This is an optimization exercise on Yosys and OpenROAD, whose aim is small area and a short achievable clock period, not a production implementation. No activity file was given, so power comes from the tool's default toggle rates.

== rev 12 ==
==> flow/design.v <==
`default_nettype none
package fft_types_pkg;
	localparam int SAMPLE_W = 16;
	typedef logic signed [SAMPLE_W-1:0] sample_t;
	localparam int ACC_W = 32;
	typedef logic signed [ACC_W-1:0] acc_t;
	localparam int MAX_LOG2_POINTS = 4;
	localparam int MIN_LOG2_POINTS = 2;
	localparam logic CAP_IDLE = 1'b0;
	localparam logic CAP_COLLECT = 1'b1;
endpackage
`default_nettype wire
`default_nettype none
package fft_twiddle_pkg;
	localparam int FRAC_BITS = 13;
	localparam int TWIDDLE_COUNT = 8;
	localparam logic [16*TWIDDLE_COUNT-1:0] TWIDDLE_RE = {
		16'hE270,
		16'hE95F,
		16'hF3C1,
		16'h0000,
		16'h0C3F,
		16'h16A1,
		16'h1D90,
		16'h2000
	};
	localparam logic [16*TWIDDLE_COUNT-1:0] TWIDDLE_IM = {
		16'hF3C1,
		16'hE95F,
		16'hE270,
		16'hE000,
		16'hE270,
		16'hE95F,
		16'hF3C1,
		16'h0000
	};
endpackage
`default_nettype wire
`default_nettype none
module fft_top (
	input wire clk,
	input wire rst_n,
	input wire stb,
	input wire sop_in,
	input wire [15:0] x_re,
	input wire [15:0] x_im,
	output wire valid_out,
	output wire sop_out,
	output wire [15:0] y_re,
	output wire [15:0] y_im
);
	reg coll;
	reg [2:0] m;
	reg xv;
	reg [2:0] xm;
	reg [12:1] ph;
	reg vo, so;
	wire [2:0] idx = coll ? m : 3'd0;
	wire acc = stb & (coll | sop_in);
	wire ph0 = xv & (xm == 3'd7);
	always @(posedge clk or negedge rst_n) begin
		if (!rst_n) begin
			coll <= 1'b0;
			m <= 3'd0;
			xv <= 1'b0;
			xm <= 3'd0;
			ph <= 12'd0;
			vo <= 1'b0;
			so <= 1'b0;
		end else begin
			xv <= acc;
			xm <= idx;
			if (acc) begin
				coll <= (idx != 3'd7);
				m <= idx + 3'd1;
			end
			ph <= {ph[11:1], ph0};
			vo <= |ph[12:5];
			so <= ph[5];
		end
	end
	assign valid_out = vo;
	assign sop_out = so;
	reg [15:0] xr, xi;
	always @(posedge clk) begin
		xr <= x_re;
		xi <= x_im;
	end
	reg [63:0] lo_r, lo_i;
	reg [47:0] hi_r, hi_i;
	reg [15:0] p1r, p1i, f1r, f1i;
	reg w2;
	wire lo_sh = xv | ph[1];
	wire bq = ph0 | ph[1] | ph[2] | ph[3];
	wire sp_h1 = ph0;
	wire sp_h2 = ph[3];
	wire sp_l2 = lo_sh & ~bq;
	wire sp_l3 = ~(sp_h1 | sp_h2 | sp_l2);
	wire sf_b = ph0;
	wire sf_l = ph[1] | ph[2];
	wire sf_h = ph[3];
	wire sf_x = ~bq;
	always @(posedge clk) begin
		p1r <= ({16{sp_h1}} & hi_r[16 +: 16]) | ({16{sp_h2}} & hi_r[32 +: 16]) |
			({16{sp_l2}} & lo_r[32 +: 16]) | ({16{sp_l3}} & lo_r[48 +: 16]);
		p1i <= ({16{sp_h1}} & hi_i[16 +: 16]) | ({16{sp_h2}} & hi_i[32 +: 16]) |
			({16{sp_l2}} & lo_i[32 +: 16]) | ({16{sp_l3}} & lo_i[48 +: 16]);
		f1r <= ({16{sf_b}} & b1i) | ({16{sf_l}} & lo_r[16 +: 16]) |
			({16{sf_h}} & hi_i[0 +: 16]) | ({16{sf_x}} & x_re);
		f1i <= ({16{sf_b}} & ~b1r) | ({16{sf_l}} & lo_i[16 +: 16]) |
			({16{sf_h}} & ~hi_r[0 +: 16]) | ({16{sf_x}} & x_im);
		w2 <= ph0 | ph[3];
	end
	wire [16:0] sr = {p1r[15], p1r} + {f1r[15], f1r};
	wire [16:0] dr = {p1r[15], p1r} + ~{f1r[15], f1r} + 17'd1;
	wire [16:0] si = {p1i[15], p1i} + {f1i[15], f1i} + {16'd0, w2};
	wire [16:0] di = {p1i[15], p1i} + ~{f1i[15], f1i} + {16'd0, ~w2};
	wire [15:0] a1r = {sr[16], sr[14:0]};
	wire [15:0] b1r = {dr[16], dr[14:0]};
	wire [15:0] a1i = {si[16], si[14:0]};
	wire [15:0] b1i = {di[16], di[14:0]};
	always @(posedge clk) begin
		if (lo_sh) begin
			lo_r <= {lo_r[47:0], xm[2] ? a1r : xr};
			lo_i <= {lo_i[47:0], xm[2] ? a1i : xi};
		end
	end
	always @(posedge clk) begin
		if (xv & xm[2] & ~(xm[1] & xm[0])) begin
			hi_r <= {hi_r[31:0], b1r};
			hi_i <= {hi_i[31:0], b1i};
		end
	end
	reg [31:0] al_r, al_i;
	reg [63:0] bl_r, bl_i;
	always @(posedge clk) begin
		al_r <= {al_r[15:0], a1r};
		al_i <= {al_i[15:0], a1i};
		bl_r <= {bl_r[47:0], b1r};
		bl_i <= {bl_i[47:0], b1i};
	end
	wire t2 = ph[2];
	wire t3 = ph[3];
	wire t4 = ph[4];
	wire t5 = ph[5];
	wire [15:0] tqr = ({16{t2}} & al_r[0 +: 16]) | ({16{t3}} & ~al_r[16 +: 16]) |
		({16{t4}} & bl_r[32 +: 16]) | ({16{t5}} & ~bl_r[48 +: 16]);
	wire [15:0] tqi = ({16{t2}} & al_i[0 +: 16]) | ({16{t3}} & al_i[16 +: 16]) |
		({16{t4}} & bl_i[32 +: 16]) | ({16{t5}} & bl_i[48 +: 16]);
	reg [16:0] tx;
	always @(posedge clk) begin
		tx <= {tqi[15], tqi} + {tqr[15], tqr} + {16'd0, t3 | t5};
	end
	wire [20:0] ex = {{4{tx[16]}}, tx};
	wire [24:0] ey = {{8{tx[16]}}, tx};
	reg [20:0] m11;
	reg [24:0] m161;
	reg mn;
	always @(posedge clk) begin
		m11 <= (ex << 3) + (ex << 1) + ex;
		m161 <= (ey << 7) + (ey << 5) + ey;
		mn <= |tx[12:0];
	end
	wire [29:0] mp = {m11[20], m11, 9'd0} + {{5{m161[24]}}, m161};
	wire [16:0] fx = mp[29:13];
	reg [16:0] hf;
	reg hn;
	always @(posedge clk) begin
		hf <= fx;
		hn <= mn;
	end
	reg [15:0] p2r, p2i;
	reg [16:0] f2r, f2i;
	reg crb, cia, cib;
	reg cc;
	wire c4 = ph[4];
	wire c5 = ph[5];
	wire c6 = ph[6];
	wire c7 = ph[7];
	always @(posedge clk) begin
		p2r <= ({16{c4}} & al_r[16 +: 16]) | ({16{c5}} & al_r[0 +: 16]) |
			({16{c6}} & bl_r[48 +: 16]) | ({16{c7}} & bl_r[32 +: 16]);
		p2i <= ({16{c4}} & al_i[16 +: 16]) | ({16{c5}} & al_i[0 +: 16]) |
			({16{c6}} & bl_i[48 +: 16]) | ({16{c7}} & bl_i[32 +: 16]);
		f2r <= ({17{c4}} & {al_r[15], al_r[0 +: 16]}) | ({17{c5}} & hf) |
			({17{c6}} & {bl_i[47], bl_i[32 +: 16]}) | ({17{c7}} & fx);
		f2i <= ({17{c4}} & {al_i[15], al_i[0 +: 16]}) | ({17{c5}} & fx) |
			({17{c6}} & ~{bl_r[47], bl_r[32 +: 16]}) | ({17{c7}} & ~hf);
		crb <= c4 | c6 | (c5 & ~hn) | (c7 & ~mn);
		cia <= c6 | (c7 & ~hn);
		cib <= c4 | (c5 & ~mn);
		cc <= ph[4] | ph[5] | ph[6] | ph[7];
	end
	wire [17:0] e2r = {{2{p2r[15]}}, p2r};
	wire [17:0] e2i = {{2{p2i[15]}}, p2i};
	wire [17:0] g2r = {f2r[16], f2r};
	wire [17:0] g2i = {f2i[16], f2i};
	wire [17:0] ar = e2r + g2r;
	wire [17:0] br = e2r + ~g2r + {17'd0, crb};
	wire [17:0] ai = e2i + g2i + {17'd0, cia};
	wire [17:0] bi = e2i + ~g2i + {17'd0, cib};
	reg [63:0] xl_r, xl_i;
	reg [15:0] yr, yi;
	always @(posedge clk) begin
		xl_r <= {xl_r[47:0], br[17], br[14:0]};
		xl_i <= {xl_i[47:0], bi[17], bi[14:0]};
		yr <= cc ? {ar[17], ar[14:0]} : xl_r[48 +: 16];
		yi <= cc ? {ai[17], ai[14:0]} : xl_i[48 +: 16];
	end
	assign y_re = yr;
	assign y_im = yi;
endmodule
`default_nettype wire
==> flow/config.mk <==
export PLATFORM = sky130hd
export DESIGN_NAME = fft_top
export DESIGN_NICKNAME = fft_top
export VERILOG_FILES = /design/flow/design.v
export SDC_FILE = /design/flow/constraint.sdc
export NUM_CORES = 4
export LEC_CHECK = 0
export CAP_MARGIN = 20
export CORE_MARGIN = 2
export CORE_UTILIZATION = 40
export CTS_CLUSTER_DIAMETER = 100
export CTS_CLUSTER_SIZE = 26
export SETUP_SLACK_MARGIN = 5
export SLEW_MARGIN = 20
==> flow/constraint.sdc <==
create_clock -name core_clock -period 8.0 [get_ports {clk}]
set_input_delay 1.6000 -clock core_clock [delete_from_list [all_inputs] [get_ports {clk}]]
set_output_delay 1.6000 -clock core_clock [all_outputs]
set_load 0.01 [all_outputs]
run.sh (not shown) runs the stock make flow with config.mk's settings and CLKGATE_MAP_FILE= SYNTH_SCRIPT=/design/flow/synth_recipe.tcl, a recipe that flattens the netlist after the stock synthesis.
#### Input delta (rev 13 over rev 12)
--- a/flow/design.v
+++ b/flow/design.v
@@ -140,15 +140,19 @@
 		bl_i <= {bl_i[47:0], b1i};
 	end
-	wire t2 = ph[2];
-	wire t3 = ph[3];
-	wire t4 = ph[4];
-	wire t5 = ph[5];
-	wire [15:0] tqr = ({16{t2}} & al_r[0 +: 16]) | ({16{t3}} & ~al_r[16 +: 16]) |
-		({16{t4}} & bl_r[32 +: 16]) | ({16{t5}} & ~bl_r[48 +: 16]);
-	wire [15:0] tqi = ({16{t2}} & al_i[0 +: 16]) | ({16{t3}} & al_i[16 +: 16]) |
-		({16{t4}} & bl_i[32 +: 16]) | ({16{t5}} & bl_i[48 +: 16]);
+	reg [15:0] tqr, tqi;
+	always @(posedge clk) begin
+		if (ph[1]) begin
+			tqr <= a1r;
+			tqi <= a1i;
+		end else if (ph[3]) begin
+			tqr <= bl_r[16 +: 16];
+			tqi <= bl_i[16 +: 16];
+		end
+	end
+	reg tsub;
 	reg [16:0] tx;
 	always @(posedge clk) begin
-		tx <= {tqi[15], tqi} + {tqr[15], tqr} + {16'd0, t3 | t5};
+		tsub <= ph[2] | ph[4];
+		tx <= {tqi[15], tqi} + (tsub ? ~{tqr[15], tqr} : {tqr[15], tqr}) + {16'd0, tsub};
 	end
 	wire [20:0] ex = {{4{tx[16]}}, tx};
Notes after the runs:
- Rev 13 finished end to end and its layout was clean on timing, DRC and antenna.
- [compare] base=rev 12 new=rev 13: routability congestion estimate from global placement went down, layout overhead on the synthesized area shows a reduction of 1.5 points, critical path depth decreased by 5 relative to the old numbers, count of inverters other than clock inverters in the layout rose by about 6%.
- Area after synthesis grows by a few percent when moving from rev 12 to rev 13.
- Per the comparison of rev 13 with rev 12, power increased 1900 uW; core utilization decreased 0.59 points; number of buffers and inverters on the critical path decreased 2; peak fanout along the critical path decreased 2; placed instance area increased about 2%.
- Diff rev 12 -> rev 13 | die footprint | up slightly
No run of this note included a check of the RTL's function; only the layout flow was run.

==> port drivers added, routing unchanged <==
The results above use ideal ports. As a check the final layouts listed here were re-extracted and re-timed, cells and wires unchanged. Step 1: set_driving_cell puts a clkbuf_16 on clk and a buf_2 on each other input, an assumption about the parent block. Step 2 also shifts input and output timing later by t, the mid clock arrival at the registers, as if the neighbouring blocks saw the same clock. Slacks: ideal / step 1 / step 2; pairs: ideal / step 1.
run	t, ns	setup WS [ns]	worst hold slack (ns)	latest minus earliest clock arrival (ns)	pins driven straight from the clock port
rev 12	0.660	4.992 / 4.984 / 4.992	0.330 / 0.330 / 0.330	0.031 / 0.032	1
rev 13	0.659	4.979 / 4.979 / 4.979	0.327 / 0.327 / 0.327	0.022 / 0.022	1
After both steps setup and hold are still met in every run listed.
